Background: an optimization exercise with open tools, aiming at small area. Do not read the settings as production practice.
Only simulation tests tie the RTL to the original design; equivalence was not proved.

==> indigo: inputs <==
==> flow/design.v <==
`default_nettype none
package sketch_pkg;
        localparam int KMER_W = 98;
        localparam int TAP_W  = 80;
        localparam int ROW_W  = 64;
        localparam int CNT_W  = 2;
        localparam int SIG_W  = 32;
        localparam int POS_LSB = 90;
        localparam int POS_LIMIT = 212;
        typedef logic [KMER_W-1:0] kmer_t;
        typedef logic [TAP_W-1:0]  taps_t;
        typedef logic [7:0]        pos_t;
        typedef logic [ROW_W-1:0]  row_t;
        typedef logic [6:0]        row_addr_t;      
        typedef logic [4:0]        cnt_idx_t;       
        typedef logic [5:0]        bit_off_t;
        typedef logic [SIG_W-1:0]  sig_t;
        localparam row_addr_t ADDR_SEED = 7'b0101101;
        localparam cnt_idx_t  IDX_SEED1 = 5'b00101;
        localparam cnt_idx_t  IDX_SEED2 = 5'b11001;
        localparam cnt_idx_t  IDX_SEED3 = 5'b01101;
        localparam cnt_idx_t  IDX_SEED4 = 5'b01011;
        localparam logic [7*7-1:0] ADDR_TAPS = {7'd5, 7'd20, 7'd45, 7'd67, 7'd17, 7'd72, 7'd36};
        localparam logic [4*5*7-1:0] IDX_TAPS = {
                7'd15, 7'd51, 7'd25, 7'd50, 7'd31,
                7'd9,  7'd44, 7'd58, 7'd13, 7'd66,
                7'd40, 7'd24, 7'd55, 7'd20, 7'd60,
                7'd15, 7'd30, 7'd5,  7'd61, 7'd45
        };
endpackage
`default_nettype wire
`timescale 1ns/1ps
`default_nettype none
module sketch_top (
        input  wire logic                  clk,
        input  wire logic                  reset,
        input  wire logic                  en_hash,
        input  wire logic                  read_add,
        input  wire logic                  get_row,
        input  wire logic                  set_row,
        input  wire sketch_pkg::kmer_t     kmer,
        input  wire sketch_pkg::row_t      row_rd1,
        input  wire sketch_pkg::row_t      row_rd2,
        input  wire sketch_pkg::row_t      row_rd3,
        input  wire sketch_pkg::row_t      row_rd4,
        input  wire sketch_pkg::row_t      bucket_rd,
        output sketch_pkg::row_addr_t      row_addr,
        output sketch_pkg::row_addr_t      bucket_addr,
        output sketch_pkg::row_t           row_wr1,
        output sketch_pkg::row_t           row_wr2,
        output sketch_pkg::row_t           row_wr3,
        output sketch_pkg::row_t           row_wr4,
        output sketch_pkg::row_t           bucket_wr
);
        sketch_pkg::taps_t     taps;
        sketch_pkg::pos_t      position;
        sketch_pkg::taps_t     mixed;
        logic [26:0]           next_hash;
        logic [26:0]           hash_q, hash_d;
        logic [26:0]           sig_q, sig_d;
        logic                  sig_v;
        sketch_pkg::row_addr_t row_addr_d, bucket_addr_d;
        sketch_pkg::row_t      inc_row1, inc_row2, inc_row3, inc_row4, cap_bucket;
        sketch_pkg::row_t      inc1_d, inc2_d, inc3_d, inc4_d, cap_bucket_d;
        logic                  cap_v;
        sketch_pkg::row_t      wr1_d, wr2_d, wr3_d, wr4_d, bwr_d;
        assign taps     = kmer[sketch_pkg::TAP_W-1:0];
        assign position = kmer[sketch_pkg::KMER_W-1:sketch_pkg::POS_LSB];
        assign mixed = taps ^ {taps[sketch_pkg::TAP_W-2:0], 1'b0};
        always_comb begin
                for (int i = 0; i < 7; i++) begin
                        next_hash[26 - i] = mixed[sketch_pkg::ADDR_TAPS[(6 - i) * 7 +: 7]];
                end
                for (int n = 0; n < 4; n++) begin
                        for (int i = 0; i < 5; i++) begin
                                next_hash[19 - 5 * n - i] = mixed[sketch_pkg::IDX_TAPS[(19 - 5 * n - i) * 7 +: 7]];
                        end
                end
        end
        logic hash_ld, hash_hold, ra_ld, ra_hold, rd_ld, rd_hold;
        assign hash_ld   = en_hash;
        assign hash_hold = ~en_hash;
        assign ra_ld     = en_hash | read_add;
        assign ra_hold   = ~(en_hash | read_add);
        assign rd_ld     = read_add;
        assign rd_hold   = ~read_add;
        for (genvar i = 0; i < 27; i++) begin : g_hash
                and_or2 u_h (.a0(hash_ld), .b0(next_hash[i]), .a1(hash_hold), .b1(hash_q[i]), .y(hash_d[i]));
                and_or2 u_s (.a0(rd_ld), .b0(hash_q[i]), .a1(rd_hold), .b1(sig_q[i]), .y(sig_d[i]));
        end
        for (genvar i = 0; i < 7; i++) begin : g_addr
                and_or2 u_r (.a0(ra_ld), .b0(hash_q[20+i]), .a1(ra_hold), .b1(row_addr[i]), .y(row_addr_d[i]));
                and_or2 u_b (.a0(rd_ld), .b0(position[1+i]), .a1(rd_hold), .b1(bucket_addr[i]), .y(bucket_addr_d[i]));
        end
        always_ff @(posedge clk or negedge reset) begin
                if (!reset) begin
                        hash_q      <= {sketch_pkg::ADDR_SEED, sketch_pkg::IDX_SEED1, sketch_pkg::IDX_SEED2,
                                        sketch_pkg::IDX_SEED3, sketch_pkg::IDX_SEED4};
                        row_addr    <= '0;
                        bucket_addr <= '0;
                        sig_v       <= 1'b0;
                end else begin
                        hash_q      <= hash_d;
                        row_addr    <= row_addr_d;
                        bucket_addr <= bucket_addr_d;
                        sig_v       <= sig_v | read_add;
                end
        end
        always_ff @(posedge clk) begin
                sig_q <= sig_d;
        end
        logic [31:0] gsel1, gsel2, gsel3, gsel4;
        logic        cap_ld, cap_hold;
        assign cap_ld   = get_row;
        assign cap_hold = ~get_row;
        assign gsel1 = {31'b0, get_row} << hash_q[19:15];
        assign gsel2 = {31'b0, get_row} << hash_q[14:10];
        assign gsel3 = {31'b0, get_row} << hash_q[9:5];
        assign gsel4 = {31'b0, get_row} << hash_q[4:0];
        for (genvar i = 0; i < 32; i++) begin : g_cap
                cap_cnt u1 (.ld(cap_ld), .hold(cap_hold), .sel(gsel1[i]), .c(row_rd1[2*i +: 2]),
                            .q(inc_row1[2*i +: 2]), .d(inc1_d[2*i +: 2]));
                cap_cnt u2 (.ld(cap_ld), .hold(cap_hold), .sel(gsel2[i]), .c(row_rd2[2*i +: 2]),
                            .q(inc_row2[2*i +: 2]), .d(inc2_d[2*i +: 2]));
                cap_cnt u3 (.ld(cap_ld), .hold(cap_hold), .sel(gsel3[i]), .c(row_rd3[2*i +: 2]),
                            .q(inc_row3[2*i +: 2]), .d(inc3_d[2*i +: 2]));
                cap_cnt u4 (.ld(cap_ld), .hold(cap_hold), .sel(gsel4[i]), .c(row_rd4[2*i +: 2]),
                            .q(inc_row4[2*i +: 2]), .d(inc4_d[2*i +: 2]));
        end
        logic bk_rd_hi, bk_rd_lo, bk_sig_hi, bk_sig_lo;
        assign bk_rd_hi  = get_row & position[0];
        assign bk_rd_lo  = get_row & ~position[0];
        assign bk_sig_hi = get_row & ~position[0] & sig_v;
        assign bk_sig_lo = get_row & position[0] & sig_v;
        for (genvar i = 0; i < 32; i++) begin : g_bucket
                if (i < 27) begin : g_sig
                        and_or3 u_hi (.a0(bk_rd_hi), .b0(bucket_rd[32+i]), .a1(bk_sig_hi), .b1(sig_q[i]),
                                      .a2(cap_hold), .b2(cap_bucket[32+i]), .y(cap_bucket_d[32+i]));
                        and_or3 u_lo (.a0(bk_rd_lo), .b0(bucket_rd[i]), .a1(bk_sig_lo), .b1(sig_q[i]),
                                      .a2(cap_hold), .b2(cap_bucket[i]), .y(cap_bucket_d[i]));
                end else begin : g_zero
                        and_or2 u_hi (.a0(bk_rd_hi), .b0(bucket_rd[32+i]), .a1(cap_hold), .b1(cap_bucket[32+i]),
                                      .y(cap_bucket_d[32+i]));
                        and_or2 u_lo (.a0(bk_rd_lo), .b0(bucket_rd[i]), .a1(cap_hold), .b1(cap_bucket[i]),
                                      .y(cap_bucket_d[i]));
                end
        end
        always_ff @(posedge clk) begin
                inc_row1   <= inc1_d;
                inc_row2   <= inc2_d;
                inc_row3   <= inc3_d;
                inc_row4   <= inc4_d;
                cap_bucket <= cap_bucket_d;
        end
        always_ff @(posedge clk or negedge reset) begin
                if (!reset) begin
                        cap_v <= 1'b0;
                end else begin
                        cap_v <= cap_v | get_row;
                end
        end
        logic wr_ok, ld_cap, ld_init, wb_hold;
        assign wr_ok   = set_row && (position < sketch_pkg::POS_LIMIT);
        assign ld_cap  = wr_ok & cap_v;
        assign ld_init = wr_ok & ~cap_v;
        assign wb_hold = ~wr_ok;
        for (genvar i = 0; i < 64; i++) begin : g_wb
                if (i == 0) begin : g_one
                        and_or2_or u1 (.a0(ld_cap), .b0(inc_row1[i]), .a1(wb_hold), .b1(row_wr1[i]), .c(ld_init), .y(wr1_d[i]));
                        and_or2_or u2 (.a0(ld_cap), .b0(inc_row2[i]), .a1(wb_hold), .b1(row_wr2[i]), .c(ld_init), .y(wr2_d[i]));
                        and_or2_or u3 (.a0(ld_cap), .b0(inc_row3[i]), .a1(wb_hold), .b1(row_wr3[i]), .c(ld_init), .y(wr3_d[i]));
                        and_or2_or u4 (.a0(ld_cap), .b0(inc_row4[i]), .a1(wb_hold), .b1(row_wr4[i]), .c(ld_init), .y(wr4_d[i]));
                end else begin : g_cnt
                        and_or2 u1 (.a0(ld_cap), .b0(inc_row1[i]), .a1(wb_hold), .b1(row_wr1[i]), .y(wr1_d[i]));
                        and_or2 u2 (.a0(ld_cap), .b0(inc_row2[i]), .a1(wb_hold), .b1(row_wr2[i]), .y(wr2_d[i]));
                        and_or2 u3 (.a0(ld_cap), .b0(inc_row3[i]), .a1(wb_hold), .b1(row_wr3[i]), .y(wr3_d[i]));
                        and_or2 u4 (.a0(ld_cap), .b0(inc_row4[i]), .a1(wb_hold), .b1(row_wr4[i]), .y(wr4_d[i]));
                end
                and_or2 ub (.a0(ld_cap), .b0(cap_bucket[i]), .a1(wb_hold), .b1(bucket_wr[i]), .y(bwr_d[i]));
        end
        always_ff @(posedge clk or negedge reset) begin
                if (!reset) begin
                        row_wr1   <= '0;
                        row_wr2   <= '0;
                        row_wr3   <= '0;
                        row_wr4   <= '0;
                        bucket_wr <= '0;
                end else begin
                        row_wr1   <= wr1_d;
                        row_wr2   <= wr2_d;
                        row_wr3   <= wr3_d;
                        row_wr4   <= wr4_d;
                        bucket_wr <= bwr_d;
                end
        end
endmodule
module cap_cnt (
        input  wire logic       ld,
        input  wire logic       hold,
        input  wire logic       sel,
        input  wire logic [1:0] c,
        input  wire logic [1:0] q,
        output logic      [1:0] d
);
        assign d[1] = (ld & c[1]) | (sel & c[0]) | (hold & q[1]);
        assign d[0] = sel ? (c[1] | ~c[0]) : ((ld & c[0]) | (hold & q[0]));
endmodule
module and_or2 (
        input  wire logic a0,
        input  wire logic b0,
        input  wire logic a1,
        input  wire logic b1,
        output logic      y
);
        assign y = (a0 & b0) | (a1 & b1);
endmodule
module and_or3 (
        input  wire logic a0,
        input  wire logic b0,
        input  wire logic a1,
        input  wire logic b1,
        input  wire logic a2,
        input  wire logic b2,
        output logic      y
);
        assign y = (a0 & b0) | (a1 & b1) | (a2 & b2);
endmodule
module and_or2_or (
        input  wire logic a0,
        input  wire logic b0,
        input  wire logic a1,
        input  wire logic b1,
        input  wire logic c,
        output logic      y
);
        assign y = (a0 & b0) | (a1 & b1) | c;
endmodule
`default_nettype wire
==> flow/run.sh <==
#!/bin/bash
# synth_recipe.tcl (not shown) runs the flow's synth.tcl, then flattens the netlist and writes it again
# the make line also repeats each setting of config.mk as NAME=value (left out here)
make -C /OpenROAD-flow-scripts/flow DESIGN_CONFIG=/design/flow/config.mk WORK_HOME=/design/flow/orfs CLKGATE_MAP_FILE= SYNTH_SCRIPT=/design/flow/synth_recipe.tcl finish
==> flow/config.mk <==
export PLATFORM = sky130hd
export DESIGN_NAME = sketch_top
export DESIGN_NICKNAME = sketch_top
export VERILOG_FILES = /design/flow/design.v
export SDC_FILE = /design/flow/constraint.sdc
export NUM_CORES = 4
export LEC_CHECK = 0
export CAP_MARGIN = 20
export CORE_MARGIN = 2
export CORE_UTILIZATION = 70
export SLEW_MARGIN = 20
export SYNTH_HIERARCHICAL = 1
==> flow/constraint.sdc <==
create_clock -name core_clock -period 4.0 [get_ports {clk}]
set_input_delay 0.8000 -clock core_clock [delete_from_list [all_inputs] [get_ports {clk}]]
set_output_delay 0.8000 -clock core_clock [all_outputs]
set_load 0.01 [all_outputs]
==> willow (differences from indigo) <==
==> flow/flow/run.sh (new file) <==
#!/bin/bash
# Standard layout, with the smallest buffer as the port buffer and a clock
# tree of medium buffers without dummy loads.
set -euo pipefail
export BUFFER_PORTS_ARGS="-buffer_cell sky130_fd_sc_hd__buf_1"
export CTS_ARGS="-sink_clustering_enable -repair_clock_nets -dont_use_dummy_load -buf_list {sky130_fd_sc_hd__clkbuf_4 sky130_fd_sc_hd__clkbuf_8}"
bash standard.sh > flow_make.log 2>&1
==> flow/standard.sh (new file) <==
#!/bin/bash
# synth_recipe.tcl (not shown) runs the flow's synth.tcl, then flattens the netlist and writes it again
# the make line also repeats each setting of config.mk as NAME=value (left out here)
make -C /OpenROAD-flow-scripts/flow DESIGN_CONFIG=/design/flow/config.mk WORK_HOME=/design/flow/orfs CLKGATE_MAP_FILE= SYNTH_SCRIPT=/design/flow/synth_recipe.tcl "${@:-finish}"
CORE_UTILIZATION = 40   (was 70)
removed: flow/run.sh
==> onyx (differences from indigo) <==
==> flow/flow/run.sh (new file) <==
#!/bin/bash
# Standard layout, with the smallest buffer as the port buffer.
set -euo pipefail
export BUFFER_PORTS_ARGS="-buffer_cell sky130_fd_sc_hd__buf_1"
bash standard.sh > flow_make.log 2>&1
==> flow/standard.sh (new file) <==
#!/bin/bash
# synth_recipe.tcl (not shown) runs the flow's synth.tcl, then flattens the netlist and writes it again
# the make line also repeats each setting of config.mk as NAME=value (left out here)
make -C /OpenROAD-flow-scripts/flow DESIGN_CONFIG=/design/flow/config.mk WORK_HOME=/design/flow/orfs CLKGATE_MAP_FILE= SYNTH_SCRIPT=/design/flow/synth_recipe.tcl "${@:-finish}"
CORE_UTILIZATION = 40   (was 70)
removed: flow/run.sh
==> results.ini <==
[floorplan]
die_x_microns = 258
die_h_microns = 258
floorplan.rows = 92
start_util_pct = 40.6

[pwr]
switchingPower_mw = 4.82

[synthesis]
synth.cell_area_sq_um = 25700
synth_commonest_cells = 394 x a22o_1, 348 x dfrtp_1, 347 x dfxtp_1

[route]
num_vias = 23100

[run_status]
status = finished clean

(the above is from willow)
==> results.ini <==
[synthesis]
synth.cell_area_sq_um = 25700
synth_commonest_cells = 394 x a22o_1, 348 x dfrtp_1, 347 x dfxtp_1
synth_top_family_by_area = compound AO/OA/AOI/OAI gates

[floorplan]
die_h_microns = 196
floorplan.rows = 70
die_x_microns = 196
start_util_pct = 70.6

[run_status]
stop_error = [ERROR PPL-0024] Number of IO pins (758) exceeds maximum number of available positions (702). Increase the die perimeter from 782.90um to 1030.88um.
status = stopped before the end
haltStage = I/O pin placement (3_2_place_iop)

(the above is from indigo)
==> results.ini <==
[run_status]
status = finished clean

[synthesis]
synthSimpleGateAreaFrac_pct = 3.77
synth_commonest_cells = 394 x a22o_1, 348 x dfrtp_1, 347 x dfxtp_1
yosys.area.top_type = dfrtp_1

[floorplan]
die_h_microns = 258
floorplan.rows = 92
die_x_microns = 258
start_util_pct = 40.6

[setup_path]
required_ns = 4.53
critPathKind = primary input to flip-flop

[route]
num_vias = 23100

[clocking]
insertion_delay_ns = 0.62

[pwr]
power_leader = registers

(the above is from onyx)

## static timing again, ports no longer ideal
In the flow no input, the clock included, has a driving cell. The finished layouts below were timed again as built, in two steps.
Step 1 (the two cells are an assumption about what drives the block):
set clk [get_ports {clk}]
set_driving_cell -lib_cell sky130_fd_sc_hd__clkbuf_16 $clk
set_driving_cell -lib_cell sky130_fd_sc_hd__buf_2 [delete_from_list [all_inputs] $clk]
Step 2 also shifts input and output timing later by t, the mid clock arrival at the registers, as if the neighbouring blocks saw the same clock.
Three values: ideal ports, drivers, drivers and shift; two values: the first two.
| run | t, ns | setup slack, ns | worst register clock-pin slew, ns |
|---|---|---|---|
| willow | 0.733 | 1.743 / 1.771 / 1.038 | 0.07 / 0.07 |
| onyx | 0.670 | 1.687 / 1.724 / 1.054 | 0.07 / 0.07 |
After both steps every run listed still meets setup and hold. The setup slack of willow, which loses most, moves by +0.028 ns with the drivers and by -0.705 ns with both steps.
